Context: an optimization exercise on an open-source flow, tuned for small area, a short achievable clock period and few clock cycles. The choices shown serve that exercise and are no tape-out recipe.
At most, simulation tests tie the RTL to the original design; equivalence was not proved.
Only the layout flow was run in run 1; the RTL was not checked for function there.

==> flow/design.v, too long to show whole: its modules and the start of the top module <==
// module imm_dot: 3724 lines
// module integer_matrix_multiply: 254 lines
module integer_matrix_multiply (
  input  wire                                   clk,
  input  wire                                   rst,
  input  wire                                   in_valid,
  output logic                                  in_ready,
  input  wire        [1:0]                      operation,
  input  wire        [2:0]                      row_index,
  input  wire        [2:0]                      col_index,
  input  wire signed [15:0]                     element_value,
  output logic                                  out_valid,
  input  wire                                   out_ready,
  output logic       [2:0]                      out_row,
  output logic       [2:0]                      out_col,
  output logic signed [imm_pkg::PROD_WIDTH-1:0] product_value,
  output logic                                  last,
  output logic                                  dim_error,
  input  wire                                   cfg_we,
  input  wire        [1:0]                      cfg_index,
  input  wire        [3:0]                      cfg_data
);
  // ...
==> flow/flow/run.sh <==
#!/bin/bash
# The standard layout, with the timing repair steps asked to leave more setup slack.
set -euo pipefail
bash standard.sh SETUP_SLACK_MARGIN=6.5 finish > standard.log 2>&1
==> flow/standard.sh <==
#!/bin/bash
# synth_recipe.tcl (not shown) runs the flow's synth.tcl, then flattens the netlist and writes it again
# the make line also repeats each setting of config.mk as NAME=value (left out here)
make -C /OpenROAD-flow-scripts/flow DESIGN_CONFIG=/design/flow/config.mk WORK_HOME=/design/flow/orfs CLKGATE_MAP_FILE= SYNTH_SCRIPT=/design/flow/synth_recipe.tcl "${@:-finish}"
==> flow/config.mk <==
export PLATFORM = sky130hd
export DESIGN_NAME = integer_matrix_multiply
export DESIGN_NICKNAME = integer_matrix_multiply
export VERILOG_FILES = /design/flow/design.v
export SDC_FILE = /design/flow/constraint.sdc
export NUM_CORES = 4
export LEC_CHECK = 0
export ABC_AREA = 1
export CAP_MARGIN = 20
export CORE_MARGIN = 2
export CORE_UTILIZATION = 40
export CTS_CLUSTER_DIAMETER = 120
export CTS_CLUSTER_SIZE = 25
export SLEW_MARGIN = 20
==> flow/constraint.sdc <==
create_clock -name core_clock -period 10.0 [get_ports {clk}]
set_input_delay 2.0000 -clock core_clock [delete_from_list [all_inputs] [get_ports {clk}]]
set_output_delay 2.0000 -clock core_clock [all_outputs]
set_load 0.01 [all_outputs]
==> run summary, run 1 <==
Synth:
- After synthesis, the largest family of logic cells by area is adder cells.
- Of all cell types, the one taking the most synthesized area is edfxtp_1.
- In the synthesized netlist the dominant register cell turns out to be edfxtp_1.
- The synthesized netlist devotes 7.02% of its cell area to simple gates.
- Ranked by total cell area, the synthesized netlist is headed by edfxtp_1 48%, fa_1 14%, dfxtp_1 9.8%, xor2_1 6.4%, nand2_1 4.0%.

Die:
- The floorplan step defined a core boundary enclosing 0.381 sq mm.
- The floorplan step set the die width to 622 um.
- The die height is 622 um.

Setup path:
- The critical path goes through inv_1 > nand2_1 > nor2_1 > nand2_1 > nor2_2 > buf_4.
- For the worst setup path, the data arrival time is 4.22 ns.
- The launching element type of the critical path is a register.
- Of all nets on the critical path, the largest fanout is 16.
- At the worst endpoint, the required time is 10.61 ns.

Placement:
- After detailed placement, the total cell area comes to 0.160 sq mm.

Route:
- Before antenna repair, the detailed router went through 8 iterations.

Timing:
- The accumulated negative setup slack is 0 ns.
- The worst pin sits at a relative slew slack of 7.41%.
- The setup slack after layout is 6.39 ns.

Hold path:
- The number of cells on the worst hold path is 0.

Global routing:
- The routing usage on met2 is 41.5%.
- For this run, global-route usage on met3 was measured as under 10%.

Run status:
- The run finished with no timing, DRC or antenna violations.

Finish:
- The final net count is 13,700.
- The non-clock inverter count in the final layout is 1,612.
- Counting the fill cells in the layout gives 34,900.
- The register fraction of the total cell area is 52.1%.

Clock tree:
- The number of H-tree branching levels is 4.
==> module integer_matrix_multiply, before the edit <==
module integer_matrix_multiply (
  input  wire                                   clk,
  input  wire                                   rst,
  input  wire                                   in_valid,
  output logic                                  in_ready,
  input  wire        [1:0]                      operation,
  input  wire        [2:0]                      row_index,
  input  wire        [2:0]                      col_index,
  input  wire signed [15:0]                     element_value,
  output logic                                  out_valid,
  input  wire                                   out_ready,
  output logic       [2:0]                      out_row,
  output logic       [2:0]                      out_col,
  output logic signed [imm_pkg::PROD_WIDTH-1:0] product_value,
  output logic                                  last,
  output logic                                  dim_error,
  input  wire                                   cfg_we,
  input  wire        [1:0]                      cfg_index,
  input  wire        [3:0]                      cfg_data
);
  logic [3:0] a_rows, a_cols, b_rows, b_cols;
  logic [2:0] ar1, ac1, br1, bc1;
  logic       err;
  always_ff @(posedge clk) begin
    if (rst) begin
      a_rows <= 4'd1;
      a_cols <= 4'd1;
      b_rows <= 4'd1;
      b_cols <= 4'd1;
    end else if (cfg_we) begin
      case (cfg_index)
        2'd0: a_rows <= cfg_data;
        2'd1: a_cols <= cfg_data;
        2'd2: b_rows <= cfg_data;
        default: b_cols <= cfg_data;
      endcase
    end
  end
  assign ar1 = imm_pkg::dim_m1(a_rows);
  assign ac1 = imm_pkg::dim_m1(a_cols);
  assign br1 = imm_pkg::dim_m1(b_rows);
  assign bc1 = imm_pkg::dim_m1(b_cols);
  assign err = (ac1 != br1);
  logic        rdy;
  logic        ir_v, sk_v;
  logic [1:0]  ir_op, sk_op;
  logic [2:0]  ir_r, ir_c, sk_r, sk_c;
  logic [15:0] ir_d, sk_d;
  logic        in_fire, ir_go, ir_take;
  assign in_ready = rdy;
  assign in_fire  = in_valid && rdy;
  logic       active, rb_ok;
  logic [2:0] ii, jj, ii_n, jj_n;
  logic [7:0] ii_oh, jj_oh;
  logic       iss, iss_last, rb_load;
  logic       haz_a;
  assign rb_load = active && !rb_ok;
  assign haz_a   = active && (ir_r <= ar1) && (ir_r > ii);
  always_comb begin
    case (ir_op)
      imm_pkg::OP_WRITE_A: ir_go = !haz_a;
      imm_pkg::OP_WRITE_B: ir_go = !active;
      imm_pkg::OP_COMPUTE: ir_go = !active;
      default:             ir_go = 1'b1;
    endcase
    ir_go = ir_go && ir_v;
  end
  assign ir_take = !ir_v || ir_go;
  function automatic logic [1:0] keep_op(logic [1:0] op, logic r);
    keep_op = (r && op == imm_pkg::OP_COMPUTE) ? 2'd3 : op;
  endfunction
  logic sk_v_next;
  assign sk_v_next = !ir_take && (sk_v || in_fire);
  always_ff @(posedge clk) begin
    if (ir_take) ir_v <= sk_v || in_fire;
    sk_v <= sk_v_next;
    rdy  <= !sk_v_next;
    if (ir_take) begin
      if (sk_v) begin
        ir_op <= keep_op(sk_op, rst);
        ir_r  <= sk_r;
        ir_c  <= sk_c;
        ir_d  <= sk_d;
      end else begin
        ir_op <= keep_op(operation, rst);
        ir_r  <= row_index;
        ir_c  <= col_index;
        ir_d  <= element_value;
      end
    end else begin
      ir_op <= keep_op(ir_op, rst);
      if (!sk_v) begin
        sk_op <= operation;
        sk_r  <= row_index;
        sk_c  <= col_index;
        sk_d  <= element_value;
      end else begin
        sk_op <= keep_op(sk_op, rst);
      end
    end
  end
  logic [1023:0] a_st, b_st;
  logic          wa, wb;
  logic [5:0]    w_adr;
  logic [15:0]   w_dat;
  always_ff @(posedge clk) begin
    wa    <= ir_go && (ir_op == imm_pkg::OP_WRITE_A);
    wb    <= ir_go && (ir_op == imm_pkg::OP_WRITE_B);
    w_adr <= {ir_r, ir_c};
    w_dat <= ir_d;
  end
  always_ff @(posedge clk) begin
    for (int w = 0; w < 64; w++) begin
      if (wa && w_adr == 6'(w)) a_st[16*w +: 16] <= w_dat;
      if (wb && w_adr == 6'(w)) b_st[16*w +: 16] <= w_dat;
    end
  end
  logic [2:0] ar_i, bc_i;
  logic [3:0] occ;
  logic       hand;
  assign hand     = out_valid && out_ready;
  assign ar_i     = err ? 3'd0 : ar1;
  assign bc_i     = err ? 3'd0 : bc1;
  assign iss      = active && (occ != 4'd4 || hand);
  assign iss_last = (ii == ar_i) && (jj == bc_i);
  always_ff @(posedge clk) begin
    if (rst) begin
      active <= 1'b0;
    end else if (ir_go && ir_op == imm_pkg::OP_COMPUTE) begin
      active <= 1'b1;
    end else if (iss && iss_last) begin
      active <= 1'b0;
    end
    if (ir_go && ir_op == imm_pkg::OP_COMPUTE) begin
      rb_ok <= 1'b0;
    end else if (iss && jj == bc_i) begin
      rb_ok <= 1'b0;
    end else if (rb_load) begin
      rb_ok <= 1'b1;
    end
    ii    <= ii_n;
    jj    <= jj_n;
    ii_oh <= 8'd1 << ii_n;
    jj_oh <= 8'd1 << jj_n;
  end
  always_comb begin
    ii_n = ii;
    jj_n = jj;
    if (ir_go && ir_op == imm_pkg::OP_COMPUTE) begin
      ii_n = 3'd0;
      jj_n = 3'd0;
    end else if (iss) begin
      if (jj == bc_i) begin
        jj_n = 3'd0;
        ii_n = ii + 3'd1;
      end else begin
        jj_n = jj + 3'd1;
      end
    end
  end
  function automatic logic [23:0] booth(logic [15:0] x);
    logic x2, x1, x0;
    for (int m = 0; m < 8; m++) begin
      x2 = x[2*m+1];
      x1 = x[2*m];
      x0 = (m == 0) ? 1'b0 : x[2*m-1];
      booth[3*m]   = x1 ^ x0;
      booth[3*m+1] = (x2 & ~x1 & ~x0) | (~x2 & x1 & x0);
      booth[3*m+2] = x2;
    end
  endfunction
  logic [191:0] rb;
  logic [127:0] bcol, arow, bsel;
  always_comb begin
    for (int k = 0; k < 8; k++) begin
      arow[16*k +: 16] = 16'd0;
      bsel[16*k +: 16] = 16'd0;
      for (int x = 0; x < 8; x++) begin
        arow[16*k +: 16] = arow[16*k +: 16] | ({16{ii_oh[x]}} & a_st[128*x + 16*k +: 16]);
        bsel[16*k +: 16] = bsel[16*k +: 16] | ({16{jj_oh[x]}} & b_st[128*k + 16*x +: 16]);
      end
    end
  end
  always_ff @(posedge clk) begin
    if (rb_load) begin
      for (int k = 0; k < 8; k++)
        rb[24*k +: 24] <= (3'(k) <= ac1) ? booth(arow[16*k +: 16]) : 24'd0;
    end
    bcol <= bsel;
  end
  logic        v1, v2, v3;
  logic [34:0] dot;
  imm_dot u_dot (
    .clk(clk),
    .a  (rb),
    .b  (bcol),
    .sum(dot)
  );
  always_ff @(posedge clk) begin
    if (rst) begin
      v1 <= 1'b0;
      v2 <= 1'b0;
      v3 <= 1'b0;
    end else begin
      v1 <= iss;
      v2 <= v1;
      v3 <= v2;
    end
  end
  logic [34:0] e0, e1, e2, e3, pres;
  logic [2:0]  cnt, cnt_left, cnt_next;
  logic [1:0]  wp, rp, rp_next;
  logic [2:0]  hrow, hcol, hrow_next, hcol_next;
  logic        hlast;
  assign cnt_left  = cnt - 3'(hand);
  assign cnt_next  = cnt_left + 3'(v3);
  assign rp_next   = rp + 2'(hand);
  assign hlast     = err || (hrow == ar1 && hcol == bc1);
  assign hrow_next = !hand ? hrow : hlast ? 3'd0 : (hcol == bc1) ? hrow + 3'd1 : hrow;
  assign hcol_next = !hand ? hcol : (hlast || hcol == bc1) ? 3'd0 : hcol + 3'd1;
  assign pres      = (cnt_left == 3'd0) ? dot :
                     (rp_next == 2'd0) ? e0 : (rp_next == 2'd1) ? e1 :
                     (rp_next == 2'd2) ? e2 : e3;
  always_ff @(posedge clk) begin
    if (rst) begin
      occ       <= 4'd0;
      cnt       <= 3'd0;
      wp        <= 2'd0;
      rp        <= 2'd0;
      hrow      <= 3'd0;
      hcol      <= 3'd0;
      out_valid <= 1'b0;
    end else begin
      occ       <= occ + 4'(iss) - 4'(hand);
      cnt       <= cnt_next;
      wp        <= wp + 2'(v3);
      rp        <= rp_next;
      hrow      <= hrow_next;
      hcol      <= hcol_next;
      out_valid <= (cnt_next != 3'd0);
    end
    if (v3) begin
      if (wp == 2'd0) e0 <= dot;
      if (wp == 2'd1) e1 <= dot;
      if (wp == 2'd2) e2 <= dot;
      if (wp == 2'd3) e3 <= dot;
    end
    out_row       <= err ? 3'd0 : hrow_next;
    out_col       <= err ? 3'd0 : hcol_next;
    product_value <= err ? 35'd0 : pres;
    last          <= err || (hrow_next == ar1 && hcol_next == bc1);
    dim_error     <= err;
  end
endmodule
==> run 2: changes to the inputs <==
--- a/flow/design.v
+++ b/flow/design.v
@@ -3794,3 +3794,3 @@
   assign in_ready = rdy;
-  assign in_fire  = in_valid && rdy;
+  assign in_fire  = in_valid && rdy && !rst;
   logic       active, rb_ok;
@@ -3846,9 +3846,10 @@
   logic [1023:0] a_st, b_st;
-  logic          wa, wb;
-  logic [5:0]    w_adr;
+  logic [7:0]    wra, wrb, wcol;
   logic [15:0]   w_dat;
   always_ff @(posedge clk) begin
-    wa    <= ir_go && (ir_op == imm_pkg::OP_WRITE_A);
-    wb    <= ir_go && (ir_op == imm_pkg::OP_WRITE_B);
-    w_adr <= {ir_r, ir_c};
+    for (int r = 0; r < 8; r++) begin
+      wra[r]  <= ir_go && (ir_op == imm_pkg::OP_WRITE_A) && (ir_r == 3'(r));
+      wrb[r]  <= ir_go && (ir_op == imm_pkg::OP_WRITE_B) && (ir_r == 3'(r));
+      wcol[r] <= (ir_c == 3'(r));
+    end
     w_dat <= ir_d;
@@ -3857,4 +3858,4 @@
     for (int w = 0; w < 64; w++) begin
-      if (wa && w_adr == 6'(w)) a_st[16*w +: 16] <= w_dat;
-      if (wb && w_adr == 6'(w)) b_st[16*w +: 16] <= w_dat;
+      if (wra[w / 8] && wcol[w % 8]) a_st[16*w +: 16] <= w_dat;
+      if (wrb[w / 8] && wcol[w % 8]) b_st[16*w +: 16] <= w_dat;
     end
--- a/flow/config.mk
+++ b/flow/config.mk
@@ -11,4 +11,2 @@
 export CORE_UTILIZATION = 40
-export CTS_CLUSTER_DIAMETER = 120
-export CTS_CLUSTER_SIZE = 25
 export SLEW_MARGIN = 20
==> run 2 against run 1 <==
Against the previous run:
- highest routed layer unchanged
- utilization increased by 0.87 points
- cell count increased by 0.69%
- clock skew up 0.0038 ns
- critical path depth unchanged
- first-iteration DRC count decreased by 4.6%
- still clean
==> run summary, run 2 <==
Setup path:
- The biggest fanout along the worst timing path is 16 (unchanged).
- The reg-to-reg endpoint is u_dot.p3_3[4] (was b_st[794]).
- The type of destination of the critical path is a register (unchanged).
- The family of cells with the greatest summed delay on the critical path is adder cells (was simple AND/OR/NAND/NOR gates).
- The critical path launch point is bcol[33] (was w_adr[3]).
- The worst path required time is 10.85 ns (was 10.61 ns).
- The launching element type of the critical path is a register (unchanged).
- The count of cells along the worst register-to-register path is 6 (unchanged).
- The critical path class is register to register (unchanged).
- The setup slack on the worst flop-to-flop path is 6.36 ns (was 6.39 ns).
- The critical path buffer and inverter count was 1 (was 2).
- The library cell appearing most often on the critical path is fa_1 (was nand2_1).
- The critical path depth is 6 (unchanged).
- Critical Path, Cell by Cell: clkinvlp_4 > o22ai_1 > xor2_1 > fa_1 > fa_1 > fa_1 (was inv_1 > nand2_1 > nor2_1 > nand2_1 > nor2_2 > buf_4).
- The beginning of the worst register-to-register path is bcol[33] (was w_adr[3]).
- The arrival time of data at the critical path endpoint is 4.49 ns (was 4.22 ns).
- The largest stage delay on the critical path is 0.87 ns (was 0.78 ns).
- The slowest cell on the critical path is fa_1 (was nor2_1).

Synth:
- The average instance area after synthesis is 12.4 sq um (about the same).
- The most repeated cell in the gate-level netlist after synthesis is edfxtp_1 (unchanged).
- The post-synthesis cell type count is 57 (was 54).
- The largest area contributor in the netlist is edfxtp_1 (unchanged).
- Top area cells in the synthesized netlist: edfxtp_1 48%, fa_1 14%, dfxtp_1 10%, xor2_1 6.4%, inv_1 4.2% (was edfxtp_1 48%, fa_1 14%, dfxtp_1 9.8%, xor2_1 6.4%, nand2_1 4.0%).
- The sequential area share after synthesis is 57.5% (about the same).
- The most used flip-flop cell after synthesis is edfxtp_1 (unchanged).
- The share of async-settable or async-resettable flops after synthesis was 0% (unchanged).
- The Yosys warning count is 2 (unchanged).
- The net count of the mapped netlist was 13,500 (about the same).
- The number of synthesized flops with an enable pin is 2,429 (unchanged).
- The number of instances in the synthesized netlist is 12,400 (was 12,300).
- Top post-synthesis cells by count: 2,429 x edfxtp_1, 1,702 x inv_1, 1,665 x nand2_1 (was 2,429 x edfxtp_1, 1,642 x nand2_1, 1,560 x inv_1).
- The fraction of synthesized cell area taken by the top area cell type came to 47.5% (was 47.7%).
- The register bit total from synthesis came to 3,193 (was 3,177).
- The post-synthesis instance area is 0.154 sq mm (was 0.153 sq mm).

Placement:
- The quantity of I/O buffers inserted on ports was 79 (unchanged).
- The worst slack after detailed placement was 4.87 ns (was 4.71 ns).
- The final HPWL from detailed placement was 377,000 um (was 397,000 um).
- The placed cell count was 17,000 (about the same).
- The routability congestion estimate from global placement is 1.08 (about the same).

Timing:
- The relative slew slack was 18.8% (was 7.41%).
- The number of slew-limit violations in the final report came to 0 (unchanged).
- The share of the clock period used by the worst path is 36.4% (was 36.1%).
- The final setup skew is 0.0997 ns (was 0.0959 ns).
- The slew at the pin closest to its max-slew limit is 1.21 ns (was 1.38 ns).
- The number of failing setup endpoints in the final timing report came to 0 (unchanged).
- The setup slack after layout is 6.36 ns (was 6.39 ns).
- Unrepaired setup endpoints after global routing: true (unchanged).
- The total count of hold-check failures in the final report is 0 (unchanged).
- The highest attainable clock frequency is 0.275 GHz (was 0.277 GHz).
- The accumulated negative setup slack is 0 ns (unchanged).
- The post-layout minimum cycle time was 3.64 ns (was 3.61 ns).

Die:
- The area of the core is 0.382 sq mm (was 0.381 sq mm).
- The horizontal die dimension is 624 um (was 622 um).
- The number of top-level design ports was 80 (unchanged).
- The die height is 624 um (was 622 um).
- The placement row count is 227 (unchanged).
- The area enclosed by the die boundary is 0.389 sq mm (was 0.387 sq mm).
- The initial standard-cell utilization of the core is 40.2% (was 40.1%).

Finish:
- Largest registers: a_st (1024), b_st (1024), rb (192) (unchanged).
- The filler cell count in the final layout is 34,500 (was 34,900).
- The final net count came to 13,600 (was 13,700).
- The synthesis-to-finish area growth came to 12.6% (was 10.6%).
- The most common cell after layout, fill and taps aside is edfxtp_1 (unchanged).
- The filler-free cell count of the finished design came to 17,800 (was 17,700).
- Leading cell types in the layout, fill and taps excluded: 2,429 x edfxtp_1, 1,651 x nand2_1, 1,631 x inv_1 (was 2,429 x edfxtp_1, 1,630 x nand2_1, 1,422 x inv_1).
- The fraction of final layout cells with drive strength greater than 1 came to 9.29% (was 10.1%).

Clock tree:
- The number of H-tree branching levels was 5 (was 4).
- The clock latency on the worst-skew pair is 1.00 ns (was 0.96 ns).
- The TritonCTS clock tree is done (unchanged).
- The number of buffers inserted for hold repair after clock tree synthesis is 0 (unchanged).
- The maximum count of clock buffers along a single path is 4 (unchanged).
- The post-CTS clock slew at the launch and capture registers of the worst setup and hold paths is 0.06 ns (was 0.10 ns).
- The CTS root buffer is clkbuf_16 (unchanged).
- The total clock buffers created by CTS was 334 (was 154).
- The number of sinks driven by the clock tree is 3,193 (was 3,177).

Route:
- The number of iterations in the first detailed-routing pass was 7 (was 8).
- The total via count in the routed design came to 99,900 (was 99,800).
- The detail-routed net length per standard cell came to 29.8 um (was 31.1 um).
- The aggregate routed wire length was 530,000 um (was 549,000 um).
- The count of routing violations after the opening detailed-route iteration is 13,700 (was 14,400).
- The routed via count divided by cell count was 5.62 (was 5.65).
- The final antenna-violating net count came to 0 (unchanged).
- The number of design rule violations left after detail routing is 0 (unchanged).

Run:
- The count of max-cap constraint violations is 0 (unchanged).

Global routing:
- The number of global-route vias before repair was 95,000 (was 94,400).
- The first-pass GRT wire length was 738,000 um (was 757,000 um).
- The total congestion overflow after global routing is 0 (unchanged).
- The number of antenna violations at the first check in global routing is 30 (was 41).
- The pin count of the biggest net entering global routing came to 95 (was 96).
- The total global-route track usage is 26.6% (was 27.7%).

Hold path:
- The end point of the worst hold path is u_dot.p8_3[2] (was u_dot.p8_31[3]).
- The critical hold path startpoint is u_dot.p3_3[3] (was u_dot.p3_31[3]).
- The kind of path behind the tightest hold check is register to register (unchanged).
- The number of cells on the worst hold path is 0 (unchanged).

Run status:
- Run status: timing/DRC/antenna clean (unchanged).
==> run 2: kinds of logic after synthesis <==
group	share of synthesized area, %
buf+inv	5.92
xor+xnor	6.48
fa+ha+maj	14.3
mux	0.218
simple gates	6.55
flops	57.5
compound gates	9.04
==> run 2: worst max path at each step <==
stage,endpoint,slack (ns)
final,u_dot.p3_3[4],6.36
after global routing,u_dot.p3_3[4],6.41
after CTS,out_col[0],6.26
after detailed placement,product_value[31],4.87
after global placement,product_value[31],4.85
after floorplan,rb[0],6.36
==> run 2: repair_timing <==
item,in CTS,in global routing
hold endpoints to repair,0,0
setup endpoints to repair,268,232
buffers inserted,68,108
resized for setup,297,128
pin swaps,2,6
gates cloned,2,3
==> run 2: area by class of cell <==
type                            count  area [sq um]  area share (%)
Clock buffer                      455          9230            5.34
Clock inverter                    156          1680           0.972
Antenna cell                       21          52.6          0.0304
Multi-Input combinational cell   6775         56800            32.9
Timing Repair inverter              2          12.5         0.00724
Timing Repair Buffer              395          3440            1.99
Inverter                         1747          6880            3.98
Tap cell                         5038          6300            3.65
Sequential cell                  3193         88400            51.2
==> run 2: per-stage QoR <==
stage	cell area [sq um]	util [%]	hold slack (ns)
global route	173000	45.2	0.307
finish	173000	45.2	0.308
global placement	160000	41.7	0.312
CTS	171000	44.8	0.292
detailed placement	160000	41.7	0.312
floorplan	154000	-	0.310
==> run 2: metal layers <==
layer	GRT usage (%)	wire length [um]	vias to the layer above	part of all wire, %
met5	0	77	-	0.015
met4	12.0	29100	12	5.5
met3	6.70	58500	997	11
met2	40.2	232000	5591	44
met1	36.2	210000	50800	40
li1	-	-	42500	-
Testbench counts of run 2, summed over its fixed seeds: cycles 11,975.
==> run 3: changes to the inputs <==
--- a/flow/config.mk
+++ b/flow/config.mk
@@ -11,2 +11,5 @@
 export CORE_UTILIZATION = 40
+export CTS_CLUSTER_DIAMETER = 100
+export CTS_CLUSTER_SIZE = 20
 export SLEW_MARGIN = 20
+export TNS_END_PERCENT = 10
==> run 3 against run 2 <==
Against the previous run:
- worst hold slack improved by 0.024 ns
- largest cell class unchanged
- highest routed layer unchanged
- clock skew up 0.027 ns
==> run summary, run 3 <==
Route:
- The number of design rule violations left after detail routing is 0 (unchanged).
- The total via count in the routed design is 98,500 (was 99,900).
- The aggregate routed wire length is 537,000 um (was 530,000 um).
- The number of iterations in the first detailed-routing pass was 8 (was 7).
- The detail-routed net length per standard cell is 30.7 um (was 29.8 um).
- The count of routing violations after the opening detailed-route iteration is 13,300 (was 13,700).
- The routed via count divided by cell count is 5.63 (was 5.62).
- The final antenna-violating net count is 0 (unchanged).

Synth:
- The number of instances in the synthesized netlist came to 12,400 (unchanged).
- The net count of the mapped netlist is 13,500 (unchanged).
- The average instance area after synthesis was 12.4 sq um (unchanged).
- The fraction of synthesized cell area taken by the top area cell type is 47.5% (unchanged).
- The Yosys warning count is 2 (unchanged).
- The largest area contributor in the netlist is edfxtp_1 (unchanged).
- The register bit total from synthesis is 3,193 (unchanged).
- The sequential area share after synthesis is 57.5% (unchanged).
- The post-synthesis instance area is 0.154 sq mm (unchanged).
- Top post-synthesis cells by count: 2,429 x edfxtp_1, 1,702 x inv_1, 1,665 x nand2_1 (unchanged).
- The post-synthesis cell type count is 57 (unchanged).
- The share of async-settable or async-resettable flops after synthesis is 0% (unchanged).
- Top area cells in the synthesized netlist: edfxtp_1 48%, fa_1 14%, dfxtp_1 10%, xor2_1 6.4%, inv_1 4.2% (unchanged).
- The most used flip-flop cell after synthesis is edfxtp_1 (unchanged).
- The number of synthesized flops with an enable pin is 2,429 (unchanged).
- The most repeated cell in the gate-level netlist after synthesis is edfxtp_1 (unchanged).

Die:
- The initial standard-cell utilization of the core came to 40.2% (unchanged).
- The area of the core is 0.382 sq mm (unchanged).
- The die height is 624 um (unchanged).
- The number of top-level design ports is 80 (unchanged).
- The horizontal die dimension is 624 um (unchanged).
- The area enclosed by the die boundary is 0.389 sq mm (unchanged).
- The placement row count is 227 (unchanged).

Global routing:
- The first-pass GRT wire length is 740,000 um (was 738,000 um).
- The pin count of the biggest net entering global routing is 95 (unchanged).
- The total congestion overflow after global routing is 0 (unchanged).
- The number of antenna violations at the first check in global routing came to 41 (was 30).
- The number of global-route vias before repair is 93,300 (was 95,000).
- The total global-route track usage was 26.9% (was 26.6%).

Finish:
- The filler-free cell count of the finished design came to 17,500 (was 17,800).
- Leading cell types in the layout, fill and taps excluded: 2,429 x edfxtp_1, 1,660 x nand2_1, 1,653 x inv_1 (was 2,429 x edfxtp_1, 1,651 x nand2_1, 1,631 x inv_1).
- Largest registers: a_st (1024), b_st (1024), rb (192) (unchanged).
- The final net count is 13,500 (was 13,600).
- The synthesis-to-finish area growth is 8.79% (was 12.6%).
- The most common cell after layout, fill and taps aside is edfxtp_1 (unchanged).
- The fraction of final layout cells with drive strength greater than 1 is 6.07% (was 9.29%).

Setup path:
- The critical path class is register to register (unchanged).
- The library cell appearing most often on the critical path is fa_1 (unchanged).
- Critical Path, Cell by Cell: inv_1 > o22ai_1 > xor2_1 > fa_1 > fa_1 > fa_1 (was clkinvlp_4 > o22ai_1 > xor2_1 > fa_1 > fa_1 > fa_1).
- The worst path required time is 10.72 ns (was 10.85 ns).
- The biggest fanout along the worst timing path is 16 (unchanged).
- The critical path buffer and inverter count is 1 (unchanged).
- The launching element type of the critical path is a register (unchanged).
- The largest stage delay on the critical path is 0.86 ns (was 0.87 ns).
- The family of cells with the greatest summed delay on the critical path is adder cells (unchanged).
- The arrival time of data at the critical path endpoint is 4.64 ns (was 4.49 ns).
- The type of destination of the critical path was a register (unchanged).
- The slowest cell on the critical path is fa_1 (unchanged).

Timing:
- The share of the clock period used by the worst path is 39.2% (was 36.4%).
- The number of failing setup endpoints in the final timing report was 0 (unchanged).
- The final setup skew was 0.127 ns (was 0.0997 ns).
- The post-layout minimum cycle time is 3.92 ns (was 3.64 ns).
- The accumulated negative setup slack is 0 ns (unchanged).
- The relative slew slack is 18.5% (was 18.8%).
- The slew at the pin closest to its max-slew limit came to 1.22 ns (was 1.21 ns).
- The number of slew-limit violations in the final report is 0 (unchanged).
- Unrepaired setup endpoints after global routing: true (unchanged).
- The highest attainable clock frequency is 0.255 GHz (was 0.275 GHz).
- The total count of hold-check failures in the final report is 0 (unchanged).

Clock tree:
- The number of H-tree branching levels was 4 (was 5).
- The TritonCTS clock tree is done (unchanged).
- The post-CTS clock slew at the launch and capture registers of the worst setup and hold paths is 0.08 ns (was 0.06 ns).
- The number of sinks driven by the clock tree is 3,193 (unchanged).
- The maximum count of clock buffers along a single path is 4 (unchanged).
- The clock latency on the worst-skew pair is 1.01 ns (was 1.00 ns).
- The CTS root buffer is clkbuf_16 (unchanged).
- The total clock buffers created by CTS is 188 (was 334).

Placement:
- The final HPWL from detailed placement is 386,000 um (was 377,000 um).
- The placed cell count was 17,000 (about the same).
- The quantity of I/O buffers inserted on ports was 79 (unchanged).
- The routability congestion estimate from global placement came to 1.07 (was 1.08).

Run status:
- Run status: timing/DRC/antenna clean (unchanged).

Hold path:
- The kind of path behind the tightest hold check is register to register (unchanged).

Run:
- The count of max-cap constraint violations is 0 (unchanged).
## run 3: stage by stage
stage                     hold WS [ns]  area (sq um)  setup WS [ns]  utilization, %
final                            0.332        167000           6.08            43.7
after CTS                        0.331        165000           6.22            43.2
after global routing             0.339        167000           6.17            43.7
after global placement           0.311        159000           4.08            41.7
after floorplan                  0.310        154000           5.95               -
after detailed placement         0.312        159000           4.09            41.7
## run 3: worst register-to-register path, stage by stage, from the launching register on
cell and delay [ns]:
dfxtp_1 0.66, inv_1 0.50, o22ai_1 0.29, xor2_1 0.28, fa_1 0.54, fa_1 0.54
fa_1 0.86
## run 3: final timing paths
path	from	endpoint	slack [ns]	cells after the start
setup / recovery	bcol[30]	u_dot.p3_29[2]	6.08	6
hold / removal	u_dot.p3_2[1]	u_dot.p8_2[1]	0.33	0
hold reg to reg	u_dot.p3_2[1]	u_dot.p8_2[1]	0.33	0
setup reg to reg	bcol[30]	u_dot.p3_29[2]	6.08	6
## run 3: timing repair
item,4_1_cts,5_1_grt
gates cloned,1,0
setup buffers,5,159
pin swaps,1,0
setup endpoints to repair,329,438
hold buffers,0,0
resized for setup,92,76
## run 3: metal layers
metal | wire length (um) | GRT usage (%) | up-vias | part of all wire (%)
li1 | - | - | 42100 | -
met1 | 218000 | 37.1 | 50500 | 41
met2 | 230000 | 39.7 | 5011 | 43
met3 | 57800 | 7.00 | 852 | 11
met4 | 30900 | 12.9 | 8 | 5.8
met5 | 55 | 0 | - | 0.010
## run 3: area by class of cell
| type | instances | area (sq um) |
|---|---|---|
| sequential | 3193 | 88400 |
| clock buffer | 310 | 5240 |
| tap | 5038 | 6300 |
| antenna | 31 | 77.6 |
| multi-input combinational | 6772 | 56500 |
| clock inverter | 23 | 375 |
| timing repair buffer | 385 | 3360 |
| timing repair inverter | 1 | 7.51 |
| inverter | 1747 | 6790 |
| fill | 35100 | 215000 |
## run 3: cells by family (layout without fill, tap and decap cells)
| logic type | count (synthesis) | after routing | share of synthesized area, % |
|---|---|---|---|
| AO/OA/AOI/OAI | 2068 | 2068 | 9.04 |
| XOR/XNOR | 1135 | 1135 | 6.48 |
| adder cells (fa/ha/maj) | 1134 | 1134 | 14.3 |
| buffers and inverters | 2403 | 2466 | 5.92 |
| flip-flops | 3193 | 3193 | 57.5 |
| multiplexers | 31 | 31 | 0.218 |
| other | 0 | 31 | 0 |
| AND/OR/NAND/NOR | 2404 | 2404 | 6.55 |
==> run 4: changes to the inputs <==
--- a/flow/config.mk
+++ b/flow/config.mk
@@ -13,3 +13,3 @@
 export CTS_CLUSTER_SIZE = 20
+export PLACE_DENSITY = 0.7
 export SLEW_MARGIN = 20
-export TNS_END_PERCENT = 10
==> run 4 against run 3 <==
Against the previous run:
- non-clock buffer count is 40 higher
- largest cell class unchanged
- design area is 0.54% higher
- synthesized cell count stayed put
- die area stayed put
- worst hold slack worse by 0.0028 ns
- highest routed layer unchanged
- clock-buffer cell count is 13 lower
- worst setup slack better by 0.29 ns
- register-to-register slack better by 0.29 ns
- fmax is 8.1% higher
==> run summary, run 4 <==
Run status:
- Run status: timing/DRC/antenna clean (unchanged).

Setup path:
- Critical Path, Cell by Cell: clkinvlp_4 > buf_4 > o22ai_1 > nor3_1 > a221oi_1 > fa_1 > fa_1 (was inv_1 > o22ai_1 > xor2_1 > fa_1 > fa_1 > fa_1).
- The launching element type of the critical path is a register (unchanged).
- The biggest fanout along the worst timing path is 12 (was 16).
- The library cell appearing most often on the critical path is fa_1 (unchanged).
- The worst path required time is 10.83 ns (was 10.72 ns).
- The beginning of the worst register-to-register path is bcol[34] (was bcol[30]).
- The type of destination of the critical path is a register (unchanged).
- The reg-to-reg endpoint is u_dot.p3_3[3] (was u_dot.p3_29[2]).
- The slowest cell on the critical path is a221oi_1 (was fa_1).
- The setup slack on the worst flop-to-flop path was 6.38 ns (was 6.08 ns).
- The critical path class is register to register (unchanged).
- The count of cells along the worst register-to-register path is 7 (was 6).
- The arrival time of data at the critical path endpoint came to 4.46 ns (was 4.64 ns).
- The largest stage delay on the critical path is 0.99 ns (was 0.86 ns).

Route:
- The count of routing violations after the opening detailed-route iteration came to 13,900 (was 13,300).
- The final antenna-violating net count is 0 (unchanged).
- The number of iterations in the first detailed-routing pass was 7 (was 8).
- The aggregate routed wire length is 522,000 um (was 537,000 um).
- The detail-routed net length per standard cell is 29.8 um (was 30.7 um).
- The total via count in the routed design is 100,000 (was 98,500).
- The routed via count divided by cell count is 5.72 (was 5.63).
- The number of design rule violations left after detail routing is 0 (unchanged).

Die:
- The number of top-level design ports is 80 (unchanged).
- The placement row count is 227 (unchanged).
- The area of the core was 0.382 sq mm (unchanged).
- The horizontal die dimension came to 624 um (unchanged).
- The die height is 624 um (unchanged).
- The initial standard-cell utilization of the core was 40.2% (unchanged).
- The area enclosed by the die boundary is 0.389 sq mm (unchanged).

Clock tree:
- The total clock buffers created by CTS is 190 (was 188).
- The maximum count of clock buffers along a single path came to 4 (unchanged).
- The number of H-tree branching levels is 4 (unchanged).
- The number of sinks driven by the clock tree is 3,193 (unchanged).
- The number of buffers inserted for hold repair after clock tree synthesis came to 0 (unchanged).
- The CTS root buffer is clkbuf_16 (unchanged).
- The clock latency on the worst-skew pair is 0.98 ns (was 1.01 ns).
- The TritonCTS clock tree is done (unchanged).
- The post-CTS clock slew at the launch and capture registers of the worst setup and hold paths is 0.08 ns (about the same).

Global routing:
- The first-pass GRT wire length came to 727,000 um (was 740,000 um).
- The pin count of the biggest net entering global routing was 103 (was 95).
- The total congestion overflow after global routing is 0 (unchanged).
- The number of antenna violations at the first check in global routing came to 44 (was 41).
- The number of global-route vias before repair is 94,600 (was 93,300).
- The total global-route track usage was 26.2% (was 26.9%).

Finish:
- The area taken by flip-flops and latches is 0.0884 sq mm (about the same).
- The most common cell after layout, fill and taps aside is edfxtp_1 (unchanged).
- Largest registers: a_st (1024), b_st (1024), rb (192) (unchanged).
- Leading cell types in the layout, fill and taps excluded: 2,429 x edfxtp_1, 1,654 x nand2_1, 1,616 x inv_1 (was 2,429 x edfxtp_1, 1,660 x nand2_1, 1,653 x inv_1).
- The final instance area was 0.168 sq mm (was 0.167 sq mm).
- The fraction of final layout cells with drive strength greater than 1 was 7.75% (was 6.07%).
- The final net count is 13,500 (about the same).
- The synthesis-to-finish area growth was 9.38% (was 8.79%).
- The area of the multi-input gates came to 0.0569 sq mm (was 0.0565 sq mm).
- The filler cell count in the final layout is 34,500 (was 35,100).

Timing:
- The relative slew slack is 14.6% (was 18.5%).
- The post-layout minimum cycle time is 3.62 ns (was 3.92 ns).
- The accumulated negative setup slack is 0 ns (unchanged).
- The share of the clock period used by the worst path is 36.2% (was 39.2%).
- Unrepaired setup endpoints after global routing: true (unchanged).
- The number of failing setup endpoints in the final timing report was 0 (unchanged).
- The total count of hold-check failures in the final report is 0 (unchanged).
- The slew at the pin closest to its max-slew limit is 1.28 ns (was 1.22 ns).
- The highest attainable clock frequency came to 0.276 GHz (was 0.255 GHz).
- The final setup skew is 0.118 ns (was 0.127 ns).
- The number of slew-limit violations in the final report was 0 (unchanged).
- The setup slack after layout came to 6.38 ns (was 6.08 ns).

Synth:
- The average instance area after synthesis came to 12.4 sq um (unchanged).
- The net count of the mapped netlist came to 13,500 (unchanged).
- Top area cells in the synthesized netlist: edfxtp_1 48%, fa_1 14%, dfxtp_1 10%, xor2_1 6.4%, inv_1 4.2% (unchanged).
- The most used flip-flop cell after synthesis is edfxtp_1 (unchanged).
- The sequential area share after synthesis is 57.5% (unchanged).
- The most repeated cell in the gate-level netlist after synthesis is edfxtp_1 (unchanged).
- The number of synthesized flops with an enable pin is 2,429 (unchanged).
- The post-synthesis cell type count is 57 (unchanged).
- The post-synthesis instance area was 0.154 sq mm (unchanged).
- The number of instances in the synthesized netlist is 12,400 (unchanged).
- The register bit total from synthesis came to 3,193 (unchanged).
- Top post-synthesis cells by count: 2,429 x edfxtp_1, 1,702 x inv_1, 1,665 x nand2_1 (unchanged).
- The Yosys warning count was 2 (unchanged).
- The share of async-settable or async-resettable flops after synthesis is 0% (unchanged).
- The fraction of synthesized cell area taken by the top area cell type is 47.5% (unchanged).
- The largest area contributor in the netlist is edfxtp_1 (unchanged).

Hold path:
- The number of cells on the worst hold path was 0 (unchanged).
- The kind of path behind the tightest hold check is register to register (unchanged).
- The critical hold path startpoint is u_dot.p3_32[0] (was u_dot.p3_2[1]).
- The end point of the worst hold path is u_dot.p8_32[1] (was u_dot.p8_2[1]).

Placement:
- The quantity of I/O buffers inserted on ports came to 79 (unchanged).
- The routability congestion estimate from global placement came to 1.08 (was 1.07).
- The placed standard-cell area was 0.159 sq mm (about the same).
- The worst slack after detailed placement is 4.82 ns (was 4.09 ns).
- The final HPWL from detailed placement was 373,000 um (was 386,000 um).

Run:
- The count of max-cap constraint violations came to 0 (unchanged).
[run 4: worst max-delay path: cells and delay by family (launching register included)]
| family | cells | cell delay [ns] |
|---|---|---|
| buf+inv | 2 | 0.34 |
| flops | 1 | 0.54 |
| fa+ha+maj | 2 | 1.28 |
| compound gates | 2 | 1.27 |
| simple gates | 1 | 0.08 |
[run 4: per-layer routing]
layer	vias to the layer above	global-route usage [%]	routed length, um
li1	42200	-	-
met1	50600	35.9	202000
met2	6269	38.7	225000
met3	1017	7.43	66200
met4	28	11.3	28800
met5	-	0	184
[run 4: area by class of cell]
cell class | instances | share of cell area (%)
Sequential cell | 3193 | 52.7
Multi-Input combinational cell | 6775 | 33.9
Inverter | 1747 | 4.14
Tap cell | 5038 | 3.75
Clock buffer | 297 | 3.09
Timing Repair Buffer | 425 | 2.22
Clock inverter | 29 | 0.256
Antenna cell | 11 | 0.0164
Timing Repair inverter | 3 | 0.0104
[run 4: how the worst max path moves through the flow]
stage,from,end,slack (ns)
2_1_floorplan,active,rb[0],6.36
3_3_place_gp,out_ready,product_value[32],4.83
3_5_place_dp,out_ready,product_value[26],4.82
4_1_cts,out_ready,product_value[26],6.43
5_1_grt,out_ready,product_value[26],6.40
6_report,bcol[34],u_dot.p3_3[3],6.38
[run 4: cells by family (layout without fill, tap and decap cells)]
logic type	Yosys count	after routing	synth area share [%]
fa+ha+maj	1134	1134	14.3
flops	3193	3193	57.5
other cells	0	11	0
compound gates	2068	2068	9.04
buf+inv	2403	2501	5.92
mux	31	31	0.218
xor+xnor	1135	1135	6.48
simple gates	2404	2407	6.55
[run 4: what timing repair did]
item,CTS,global route
gates resized for setup,287,165
pin swaps,3,12
setup endpoints to repair,248,243
setup buffers,72,151
gates cloned,3,3
[run 4: per-stage QoR]
| stage | utilization, % | instances | hold slack, ns |
|---|---|---|---|
| 2_1_floorplan | - | 12400 | 0.310 |
| 3_3_place_gp | 41.7 | 17000 | 0.311 |
| 3_5_place_dp | 41.7 | 17000 | 0.312 |
| 4_1_cts | 43.4 | 17400 | 0.329 |
| 5_1_grt | 43.9 | 17500 | 0.339 |
| 6_report | 43.9 | 17500 | 0.329 |
==> run 5: changes to the inputs <==
--- a/flow/config.mk
+++ b/flow/config.mk
@@ -13,3 +13,2 @@
 export CTS_CLUSTER_SIZE = 20
-export PLACE_DENSITY = 0.7
 export SLEW_MARGIN = 20
==> run 5 against run 4 <==
Against the previous run:
- critical endpoint is now u_dot.p3_23[11]
- design area decreased by 0.15%
- register-to-register slack gained 0.06 ns
- area after synthesis stayed put
- largest cell class unchanged
- sequential cell count unchanged
- clock-buffer cell count decreased by 5
- cell count shrank 0.13%
- still clean on timing, DRC and antenna
- first-iteration DRC count about the same
==> run summary, run 5 <==
Die:
- The die height came to 624 um (unchanged).
- The number of top-level design ports is 80 (unchanged).
- The horizontal die dimension was 624 um (unchanged).
- The placement row count was 227 (unchanged).
- The area enclosed by the die boundary is 0.389 sq mm (unchanged).
- The area of the core is 0.382 sq mm (unchanged).
- The initial standard-cell utilization of the core is 40.2% (unchanged).

Route:
- The aggregate routed wire length is 527,000 um (was 522,000 um).
- The number of iterations in the first detailed-routing pass is 6 (was 7).
- The final antenna-violating net count came to 0 (unchanged).
- The routed via count divided by cell count was 5.65 (was 5.72).
- The count of routing violations after the opening detailed-route iteration is 13,900 (about the same).
- The total via count in the routed design is 98,900 (was 100,000).
- The detail-routed net length per standard cell came to 30.1 um (was 29.8 um).
- The number of design rule violations left after detail routing came to 0 (unchanged).

Setup path:
- The critical path launch point is rb[116] (was bcol[34]).
- The beginning of the worst register-to-register path is rb[116] (was bcol[34]).
- The arrival time of data at the critical path endpoint is 4.32 ns (was 4.46 ns).
- The critical path class is register to register (unchanged).
- The type of destination of the critical path was a register (unchanged).
- The slowest cell on the critical path is edfxtp_1 (was a221oi_1).
- The reg-to-reg endpoint was u_dot.p3_23[11] (was u_dot.p3_3[3]).
- Critical Path, Cell by Cell: inv_2 > xor2_1 > fa_1 > inv_1 > fa_1 > fa_1 (was clkinvlp_4 > buf_4 > o22ai_1 > nor3_1 > a221oi_1 > fa_1 > fa_1).
- The worst path required time is 10.76 ns (was 10.83 ns).
- The count of cells along the worst register-to-register path is 6 (was 7).
- The launching element type of the critical path is a register (unchanged).
- The setup slack on the worst flop-to-flop path is 6.44 ns (was 6.38 ns).
- The library cell appearing most often on the critical path is fa_1 (unchanged).
- The biggest fanout along the worst timing path is 11 (was 12).
- The largest stage delay on the critical path is 0.90 ns (was 0.99 ns).
- The last element of the critical path is u_dot.p3_23[11] (was u_dot.p3_3[3]).

Clock tree:
- The number of buffers inserted for hold repair after clock tree synthesis is 0 (unchanged).
- The total clock buffers created by CTS is 188 (was 190).
- The number of sinks driven by the clock tree was 3,193 (unchanged).
- The number of H-tree branching levels is 4 (unchanged).
- The maximum count of clock buffers along a single path was 4 (unchanged).
- The CTS root buffer is clkbuf_16 (unchanged).
- The TritonCTS clock tree is done (unchanged).
- The post-CTS clock slew at the launch and capture registers of the worst setup and hold paths is 0.09 ns (was 0.08 ns).
- The clock latency on the worst-skew pair was 1.00 ns (was 0.98 ns).

Timing:
- The accumulated negative setup slack is 0 ns (unchanged).
- The number of failing setup endpoints in the final timing report is 0 (unchanged).
- The final setup skew came to 0.125 ns (was 0.118 ns).
- The setup slack after layout is 6.44 ns (was 6.38 ns).
- The smallest hold slack is 0.326 ns (was 0.329 ns).
- Unrepaired setup endpoints after global routing: true (unchanged).
- The post-layout minimum cycle time is 3.56 ns (was 3.62 ns).
- The total count of hold-check failures in the final report came to 0 (unchanged).
- The number of slew-limit violations in the final report was 0 (unchanged).
- The slew at the pin closest to its max-slew limit is 1.18 ns (was 1.28 ns).
- The highest attainable clock frequency came to 0.281 GHz (was 0.276 GHz).
- The share of the clock period used by the worst path is 35.6% (was 36.2%).
- The relative slew slack is 20.9% (was 14.6%).

Synth:
- The register bit total from synthesis is 3,193 (unchanged).
- Top post-synthesis cells by count: 2,429 x edfxtp_1, 1,702 x inv_1, 1,665 x nand2_1 (unchanged).
- The number of synthesized flops with an enable pin is 2,429 (unchanged).
- The number of instances in the synthesized netlist came to 12,400 (unchanged).
- The largest area contributor in the netlist is edfxtp_1 (unchanged).
- The fraction of synthesized cell area taken by the top area cell type is 47.5% (unchanged).
- The post-synthesis instance area is 0.154 sq mm (unchanged).
- The post-synthesis cell type count was 57 (unchanged).
- The average instance area after synthesis is 12.4 sq um (unchanged).
- The net count of the mapped netlist is 13,500 (unchanged).
- The share of async-settable or async-resettable flops after synthesis is 0% (unchanged).
- The most used flip-flop cell after synthesis is edfxtp_1 (unchanged).
- The most repeated cell in the gate-level netlist after synthesis is edfxtp_1 (unchanged).
- The sequential area share after synthesis was 57.5% (unchanged).
- Top area cells in the synthesized netlist: edfxtp_1 48%, fa_1 14%, dfxtp_1 10%, xor2_1 6.4%, inv_1 4.2% (unchanged).
- The Yosys warning count came to 2 (unchanged).

Finish:
- Largest registers: a_st (1024), b_st (1024), rb (192) (unchanged).
- The most common cell after layout, fill and taps aside is edfxtp_1 (unchanged).
- The filler cell count in the final layout is 35,000 (was 34,500).
- Leading cell types in the layout, fill and taps excluded: 2,429 x edfxtp_1, 1,652 x nand2_1, 1,628 x inv_1 (was 2,429 x edfxtp_1, 1,654 x nand2_1, 1,616 x inv_1).
- The filler-free cell count of the finished design came to 17,500 (about the same).
- The fraction of final layout cells with drive strength greater than 1 is 7.52% (was 7.75%).
- The synthesis-to-finish area growth is 9.22% (was 9.38%).
- The final net count is 13,500 (about the same).

Placement:
- The routability congestion estimate from global placement was 1.08 (about the same).
- The worst slack after detailed placement came to 4.87 ns (was 4.82 ns).
- The placed cell count came to 17,000 (about the same).
- The quantity of I/O buffers inserted on ports is 79 (unchanged).
- The final HPWL from detailed placement is 377,000 um (was 373,000 um).

Run status:
- Run status: timing/DRC/antenna clean (unchanged).

Global routing:
- The number of antenna violations at the first check in global routing is 36 (was 44).
- The pin count of the biggest net entering global routing is 95 (was 103).
- The total global-route track usage is 26.5% (was 26.2%).
- The number of global-route vias before repair is 93,200 (was 94,600).
- The first-pass GRT wire length is 732,000 um (was 727,000 um).
- The total congestion overflow after global routing is 0 (unchanged).

Hold path:
- The kind of path behind the tightest hold check was register to register (unchanged).

Run:
- The count of max-cap constraint violations is 0 (unchanged).
[run 5: cell counts after synthesis]
Identical to the previous run, type by type.
[run 5: worst min-delay path by stage]
stage / start / cells past startpoint / endpoint / slack (ns)
6_report: u_dot.p3_4[7] / 0 / u_dot.p8_4[3] / 0.33
5_1_grt: u_dot.p3_4[7] / 0 / u_dot.p8_4[3] / 0.33
4_1_cts: u_dot.p3_31[3] / 0 / u_dot.p8_31[3] / 0.33
3_5_place_dp: u_dot.p3_2[3] / 0 / u_dot.p8_2[3] / 0.31
3_3_place_gp: u_dot.p3_31[3] / 0 / u_dot.p8_31[3] / 0.31
2_1_floorplan: u_dot.p3_0[0] / 0 / u_dot.p8_0[0] / 0.31
[run 5: worst max-delay path, delay by kind of cell, from the launching register on]
| family | cells | cell delay (ns) |
|---|---|---|
| XOR/XNOR | 1 | 0.28 |
| adder cells (fa/ha/maj) | 3 | 1.84 |
| buffers and inverters | 2 | 0.41 |
| flip-flops | 1 | 0.90 |
[run 5: final cells by class]
cell class	instances	area (sq um)	area share (%)
multi-input cells	6776	56900	33.9
clock buffers	292	5160	3.08
repair inverters	2	15.0	0.00895
clock inverters	28	402	0.240
repair buffers	402	3580	2.13
well taps	5038	6300	3.76
inverters	1747	6890	4.11
diodes	18	45.0	0.0269
flip-flops and latches	3193	88400	52.7
[run 5: through the flow]
stage	util (%)	instance area, sq um
after floorplan	-	154000
after global placement	41.7	160000
after detailed placement	41.7	160000
after CTS	43.4	166000
after global routing	43.9	168000
final	43.9	168000
[run 5: per-layer routing]
metal	wire (um)	vias to the layer above	global-route usage, %	share of wire (%)
li1	-	42100	-	-
met1	209000	50300	36.2	40
met2	233000	5521	40.3	44
met3	57800	902	6.29	11
met4	27500	18	11.2	5.2
met5	116	-	0	0.022
[run 5: cell families (layout without fill, tap and decap cells)]
kind of cell | count (synthesis) | after routing | share of synthesized area [%]
AO/OA/AOI/OAI | 2068 | 2068 | 9.04
XOR/XNOR | 1135 | 1135 | 6.48
adder cells (fa/ha/maj) | 1134 | 1134 | 14.3
buffers and inverters | 2403 | 2471 | 5.92
flip-flops | 3193 | 3193 | 57.5
multiplexers | 31 | 31 | 0.218
other | 0 | 18 | 0
AND/OR/NAND/NOR | 2404 | 2408 | 6.55
[run 5: timing repair]
action / 4_1_cts / 5_1_grt
pin swaps: 2 / 7
gates resized for setup: 323 / 124
hold endpoints to repair: 0 / 0
gates cloned: 2 / 4
buffers inserted: 71 / 112
setup endpoints to repair: 265 / 191
==> run 6: changes to the inputs <==
==> flow/flow/run.sh (replaced) <==
#!/bin/bash
# The standard layout, with the timing repair steps asked to leave more setup slack.
set -euo pipefail
bash standard.sh SETUP_SLACK_MARGIN=6.7 finish > standard.log 2>&1
==> run 6 against run 5 <==
Against the previous run:
- area after synthesis is the same
- synthesized cell count is the same
- critical endpoint is now out_valid
- sequential share of layout area shrank 1.7 points
- non-clock buffer count grew 422
- still clean
- global-route usage grew 1.2 points
- cell count grew 2.5%
- register-to-register slack gained 0.14 ns
==> run summary, run 6 <==
Run status:
- Run status: timing/DRC/antenna clean (unchanged).

Synth:
- The number of synthesized flops with an enable pin was 2,429 (unchanged).
- Top post-synthesis cells by count: 2,429 x edfxtp_1, 1,702 x inv_1, 1,665 x nand2_1 (unchanged).
- The post-synthesis instance area is 0.154 sq mm (unchanged).
- The net count of the mapped netlist was 13,500 (unchanged).
- The share of async-settable or async-resettable flops after synthesis came to 0% (unchanged).
- The most repeated cell in the gate-level netlist after synthesis was edfxtp_1 (unchanged).
- The most used flip-flop cell after synthesis is edfxtp_1 (unchanged).
- The register bit total from synthesis is 3,193 (unchanged).
- The post-synthesis cell type count is 57 (unchanged).
- The average instance area after synthesis is 12.4 sq um (unchanged).
- The number of instances in the synthesized netlist is 12,400 (unchanged).
- The fraction of synthesized cell area taken by the top area cell type is 47.5% (unchanged).
- The Yosys warning count came to 2 (unchanged).
- Top area cells in the synthesized netlist: edfxtp_1 48%, fa_1 14%, dfxtp_1 10%, xor2_1 6.4%, inv_1 4.2% (unchanged).
- The largest area contributor in the netlist is edfxtp_1 (unchanged).
- The sequential area share after synthesis is 57.5% (unchanged).

Die:
- The area of the core was 0.382 sq mm (unchanged).
- The die height came to 624 um (unchanged).
- The horizontal die dimension is 624 um (unchanged).
- The number of top-level design ports is 80 (unchanged).
- The placement row count was 227 (unchanged).
- The area enclosed by the die boundary was 0.389 sq mm (unchanged).
- The initial standard-cell utilization of the core is 40.2% (unchanged).

Route:
- The detail-routed net length per standard cell came to 30.9 um (was 30.1 um).
- The number of design rule violations left after detail routing is 0 (unchanged).
- The number of iterations in the first detailed-routing pass is 6 (unchanged).
- The aggregate routed wire length is 554,000 um (was 527,000 um).
- The count of routing violations after the opening detailed-route iteration was 14,300 (was 13,900).
- The final antenna-violating net count is 0 (unchanged).
- The routed via count divided by cell count is 5.66 (was 5.65).
- The total via count in the routed design is 102,000 (was 98,900).

Timing:
- The total count of hold-check failures in the final report is 0 (unchanged).
- The slew at the pin closest to its max-slew limit is 1.30 ns (was 1.18 ns).
- The post-layout minimum cycle time is 3.49 ns (was 3.56 ns).
- The final setup skew is 0.138 ns (was 0.125 ns).
- The number of slew-limit violations in the final report is 0 (unchanged).
- The share of the clock period used by the worst path is 34.9% (was 35.6%).
- The highest attainable clock frequency is 0.286 GHz (was 0.281 GHz).
- Unrepaired setup endpoints after global routing: true (unchanged).
- The accumulated negative setup slack is 0 ns (unchanged).
- The number of failing setup endpoints in the final timing report is 0 (unchanged).
- The relative slew slack is 12.4% (was 20.9%).

Setup path:
- The worst path required time came to 8.00 ns (was 10.76 ns).
- The beginning of the worst register-to-register path is rb[56] (was rb[116]).
- The arrival time of data at the critical path endpoint came to 1.49 ns (was 4.32 ns).
- The critical path buffer and inverter count is 1 (was 2).
- The critical path class is register to output port (was register to register).
- The slowest cell on the critical path is dfxtp_4 (was edfxtp_1).
- The biggest fanout along the worst timing path is 2 (was 11).
- The family of cells with the greatest summed delay on the critical path is flip-flops (was adder cells).
- The launching element type of the critical path was a register (unchanged).
- The largest stage delay on the critical path is 0.36 ns (was 0.90 ns).
- Critical Path, Cell by Cell: buf_6 (was inv_2 > xor2_1 > fa_1 > inv_1 > fa_1 > fa_1).
- The critical path launch point was out_valid (was rb[116]).
- The type of destination of the critical path is an output port (was register).

Global routing:
- The total congestion overflow after global routing is 0 (unchanged).
- The number of antenna violations at the first check in global routing is 38 (was 36).
- The pin count of the biggest net entering global routing was 97 (was 95).
- The total global-route track usage came to 27.7% (was 26.5%).
- The number of global-route vias before repair is 95,700 (was 93,200).
- The first-pass GRT wire length came to 760,000 um (was 732,000 um).

Finish:
- The synthesis-to-finish area growth is 13.1% (was 9.22%).
- The fraction of final layout cells with drive strength greater than 1 was 13.5% (was 7.52%).
- Leading cell types in the layout, fill and taps excluded: 2,429 x edfxtp_1, 1,635 x nand2_1, 1,477 x inv_1 (was 2,429 x edfxtp_1, 1,652 x nand2_1, 1,628 x inv_1).
- The final net count is 13,900 (was 13,500).
- The post-layout utilization of the core is 45.4% (was 43.9%).
- Largest registers: a_st (1024), b_st (1024), rb (192) (unchanged).
- The area of the multi-input gates was 0.0578 sq mm (was 0.0569 sq mm).
- The area taken by flip-flops and latches is 0.0885 sq mm (was 0.0884 sq mm).
- The filler cell count in the final layout is 34,600 (was 35,000).
- The most common cell after layout, fill and taps aside is edfxtp_1 (unchanged).

Clock tree:
- The TritonCTS clock tree was done (unchanged).
- The number of buffers inserted for hold repair after clock tree synthesis is 0 (unchanged).
- The CTS root buffer is clkbuf_16 (unchanged).
- The maximum count of clock buffers along a single path was 4 (unchanged).
- The total clock buffers created by CTS is 191 (was 188).
- The number of H-tree branching levels is 4 (unchanged).
- The number of sinks driven by the clock tree came to 3,193 (unchanged).
- The clock latency on the worst-skew pair came to 1.02 ns (was 1.00 ns).
- The post-CTS clock slew at the launch and capture registers of the worst setup and hold paths is 0.08 ns (was 0.09 ns).

Hold path:
- The kind of path behind the tightest hold check was register to register (unchanged).
- The critical hold path startpoint is u_dot.p3_32[0] (was u_dot.p3_4[7]).

Run:
- The count of max-cap constraint violations is 0 (unchanged).

Placement:
- The final HPWL from detailed placement is 390,000 um (was 377,000 um).
- The routability congestion estimate from global placement is 1.08 (about the same).
- The quantity of I/O buffers inserted on ports is 79 (unchanged).
run 6: final timing paths:
path,end,slack (ns),depth (start not counted)
worst max-delay path,out_valid,6.51,1
worst min-delay path,u_dot.p8_32[1],0.32,0
worst max register to register,u_dot.p3_5[5],6.58,6
worst min register to register,u_dot.p8_32[1],0.32,0
run 6: timing repair:
item / 4_1_cts / 5_1_grt
pin swaps: 18 / 96
resized for setup: 577 / 290
endpoints found under the setup margin: 519 / 367
hold endpoints to repair: 0 / 0
buffers inserted: 438 / 179
gates cloned: 7 / 8
run 6: per-stage QoR:
stage | instance area, sq um | cells | worst slack [ns] | hold WS, ns
3_3_place_gp | 160000 | 17000 | 5.16 | 0.312
4_1_cts | 171000 | 17700 | 6.38 | 0.317
6_report | 174000 | 17900 | 6.51 | 0.315
2_1_floorplan | 154000 | 12400 | 6.36 | 0.310
3_5_place_dp | 160000 | 17000 | 5.11 | 0.313
5_1_grt | 174000 | 17900 | 6.46 | 0.316
run 6: logic make-up (layout without fill, tap and decap cells):
logic type,after synthesis,count (layout),share of synthesized area (%)
other cells,0,16,0
mux,31,31,0.218
simple gates,2404,2412,6.55
buf+inv,2403,2915,5.92
compound gates,2068,2068,9.04
flops,3193,3193,57.5
fa+ha+maj,1134,1134,14.3
xor+xnor,1135,1135,6.48
run 6: routing by layer:
metal  vias up  global-route usage [%]  wire, um
met5         -                       0        67
met4        12                    13.0     32500
met3      1037                    6.50     58700
met2      5579                    41.2    240000
met1     51900                    38.2    223000
li1      43000                       -         -
run 6: layout make-up:
| class | count | share of cell area (%) |
|---|---|---|
| well taps | 5038 | 3.63 |
| clock inverters | 28 | 0.277 |
| repair inverters | 6 | 0.0238 |
| flip-flops and latches | 3193 | 51.0 |
| repair buffers | 824 | 4.43 |
| multi-input cells | 6780 | 33.3 |
| clock buffers | 310 | 3.05 |
| diodes | 16 | 0.0231 |
| inverters | 1747 | 4.27 |
==> run 7: changes to the inputs <==
==> flow/flow/run.sh (replaced) <==
#!/bin/bash
# The standard layout, with the timing repair steps asked to leave more setup slack.
set -euo pipefail
bash standard.sh SETUP_SLACK_MARGIN=6.6 finish > standard.log 2>&1
==> run 7 against run 6 <==
Against the previous run:
- via count down 1.4%
- synthesized cell count unchanged
- sequential share of layout area up 1.1 points
- die area unchanged
- critical path depth up 5
- non-clock buffer count down 249
- clock-buffer cell count down 7
- global-route usage down 0.81 points
- utilization down 1.0 points
- critical path type is now register to register
==> run summary, run 7 <==
Finish:
- The final instance area is 0.170 sq mm (was 0.174 sq mm).
- The fraction of final layout cells with drive strength greater than 1 is 9.77% (was 13.5%).
- Leading cell types in the layout, fill and taps excluded: 2,429 x edfxtp_1, 1,653 x nand2_1, 1,547 x inv_1 (was 2,429 x edfxtp_1, 1,635 x nand2_1, 1,477 x inv_1).

Global routing:
- The number of global-route vias before repair is 93,900 (was 95,700).
- The total congestion overflow after global routing is 0 (unchanged).
- The total global-route track usage came to 26.9% (was 27.7%).

Synth:
- The net count of the mapped netlist is 13,500 (unchanged).
- The register bit total from synthesis is 3,193 (unchanged).
- The sequential area share after synthesis is 57.5% (unchanged).
- The share of async-settable or async-resettable flops after synthesis was 0% (unchanged).
- The fraction of synthesized cell area taken by the top area cell type is 47.5% (unchanged).
- The post-synthesis cell type count was 57 (unchanged).
- The main combinational cell family by area after synthesis was adder cells (unchanged).
- The most repeated cell in the gate-level netlist after synthesis is edfxtp_1 (unchanged).
- The average instance area after synthesis is 12.4 sq um (unchanged).
- The post-synthesis instance area was 0.154 sq mm (unchanged).
- Top area cells in the synthesized netlist: edfxtp_1 48%, fa_1 14%, dfxtp_1 10%, xor2_1 6.4%, inv_1 4.2% (unchanged).
- The number of instances in the synthesized netlist is 12,400 (unchanged).
- The share of the synthesized area in compound gates (AO/OA/AOI/OAI) came to 9.04% (unchanged).

Timing:
- Unrepaired setup endpoints after global routing: true (unchanged).
- The post-layout minimum cycle time came to 3.46 ns (was 3.49 ns).
- The highest attainable clock frequency is 0.289 GHz (was 0.286 GHz).
- The number of slew-limit violations in the final report is 0 (unchanged).
- The slew at the pin closest to its max-slew limit was 1.24 ns (was 1.30 ns).
- The number of failing setup endpoints in the final timing report came to 0 (unchanged).

Run:
- The count of max-cap constraint violations is 0 (unchanged).

Route:
- The count of routing violations after the opening detailed-route iteration is 14,000 (was 14,300).
- The final antenna-violating net count is 0 (unchanged).
- The number of design rule violations left after detail routing is 0 (unchanged).
- The detail-routed net length per standard cell is 30.3 um (was 30.9 um).

Clock tree:
- The post-CTS clock slew at the launch and capture registers of the worst setup and hold paths is 0.09 ns (was 0.08 ns).
- The number of H-tree branching levels is 4 (unchanged).
- The number of sinks driven by the clock tree came to 3,193 (unchanged).
- The maximum count of clock buffers along a single path is 4 (unchanged).
- The TritonCTS clock tree is done (unchanged).
- The total clock buffers created by CTS came to 188 (was 191).

Die:
- The initial standard-cell utilization of the core came to 40.2% (unchanged).
- The die height came to 624 um (unchanged).
- The area enclosed by the die boundary is 0.389 sq mm (unchanged).
- The number of top-level design ports is 80 (unchanged).

Setup path:
- The arrival time of data at the critical path endpoint is 4.22 ns (was 1.49 ns).
- The critical path class is register to register (was register to output port).
- The worst path required time is 10.75 ns (was 8.00 ns).

Placement:
- The routability congestion estimate from global placement is 1.08 (about the same).

Run status:
- Run status: timing/DRC/antenna clean (unchanged).

Hold path:
- The kind of path behind the tightest hold check is register to register (unchanged).
## run 7: layer usage
metal / vias to the layer above / wire [um] / GRT usage, %
met2: 5768 / 236000 / 40.8
met1: 50900 / 212000 / 36.6
met5: - / 100 / 0
met3: 959 / 57900 / 6.40
met4: 10 / 29100 / 12.1
li1: 42500 / - / -
## run 7: timing repair
item	4_1_cts	5_1_grt
gates resized for setup	417	167
gates cloned	5	1
pin swaps	9	10
setup buffers	178	199
setup endpoints to repair	373	330
## run 7: final cells by class
| type | instances | area [sq um] |
|---|---|---|
| sequential | 3193 | 88400 |
| multi-input combinational | 6776 | 57100 |
| timing repair buffer | 575 | 5050 |
| timing repair inverter | 2 | 12.5 |
| inverter | 1747 | 7180 |
| clock buffer | 303 | 5190 |
| antenna | 41 | 103 |
| fill | 35000 | 213000 |
| tap | 5038 | 6300 |
| clock inverter | 24 | 380 |
## run 7: kinds of logic after synthesis
logic type	count (synthesis)
buf+inv	2403
simple gates	2404
fa+ha+maj	1134
mux	31
xor+xnor	1135
flops	3193
compound gates	2068
## run 7: path summary, 6_finish.rpt
check,start,endpoint,cells past startpoint
worst max-delay path,rb[39],u_dot.p3_24[9],6
worst min-delay path,u_dot.p3_2[0],u_dot.p8_2[0],0
worst max register to register,rb[39],u_dot.p3_24[9],6
worst min register to register,u_dot.p3_2[0],u_dot.p8_2[0],0
## run 7: worst max-delay path: stages (launching register included)
cell and delay [ns]:
edfxtp_1 0.41, inv_1 0.43, o22ai_1 0.19, xor2_1 0.41, fa_1 0.61, fa_1 0.69, fa_1 0.55
## run 7: per-stage QoR
stage	utilization (%)	cells	worst slack, ns	hold slack (ns)
6_report	44.4	17700	6.54	0.294
5_1_grt	44.4	17700	6.50	0.312
2_1_floorplan	-	12400	6.36	0.310
3_5_place_dp	41.7	16900	5.10	0.312
3_3_place_gp	41.7	16900	5.11	0.310
4_1_cts	43.7	17500	6.47	0.316

afterwards: timing with drivers on the ports:
The flow's constraints put no driver on any port. The routed layouts listed below were extracted and timed again, unchanged, in two steps. Step 1 sets driving cells, clkbuf_16 on the clock port and buf_2 on the other inputs (assumed; they add their load-dependent delay and slew). Step 2 adds t to the input delays and takes it off the output delays; t is the mean of the earliest and latest rising clock arrival at the registers after step 1. Input paths then give back, and output paths get back, about the clock's delay inside the block. Slacks: ideal / step 1 / step 2; pairs: ideal / step 1.
run	t (ns)	slack for setup (ns)	worst data-port slew with drivers (ns)
run 1	1.033	6.394 / 6.394 / 5.740	0.04
run 2	1.065	6.359 / 6.359 / 5.627	0.08
run 3	1.059	6.084 / 6.084 / 5.443	0.09
run 4	1.038	6.377 / 6.377 / 5.612	0.07
run 5	1.058	6.437 / 6.410 / 5.643	0.09
run 6	1.063	6.509 / 6.395 / 5.893	0.07
run 7	1.065	6.536 / 6.422 / 5.948	0.10
After both steps every run listed still meets setup and hold. The setup slack of run 5, which loses most, moves by -0.027 ns with the drivers and by -0.794 ns with both steps.
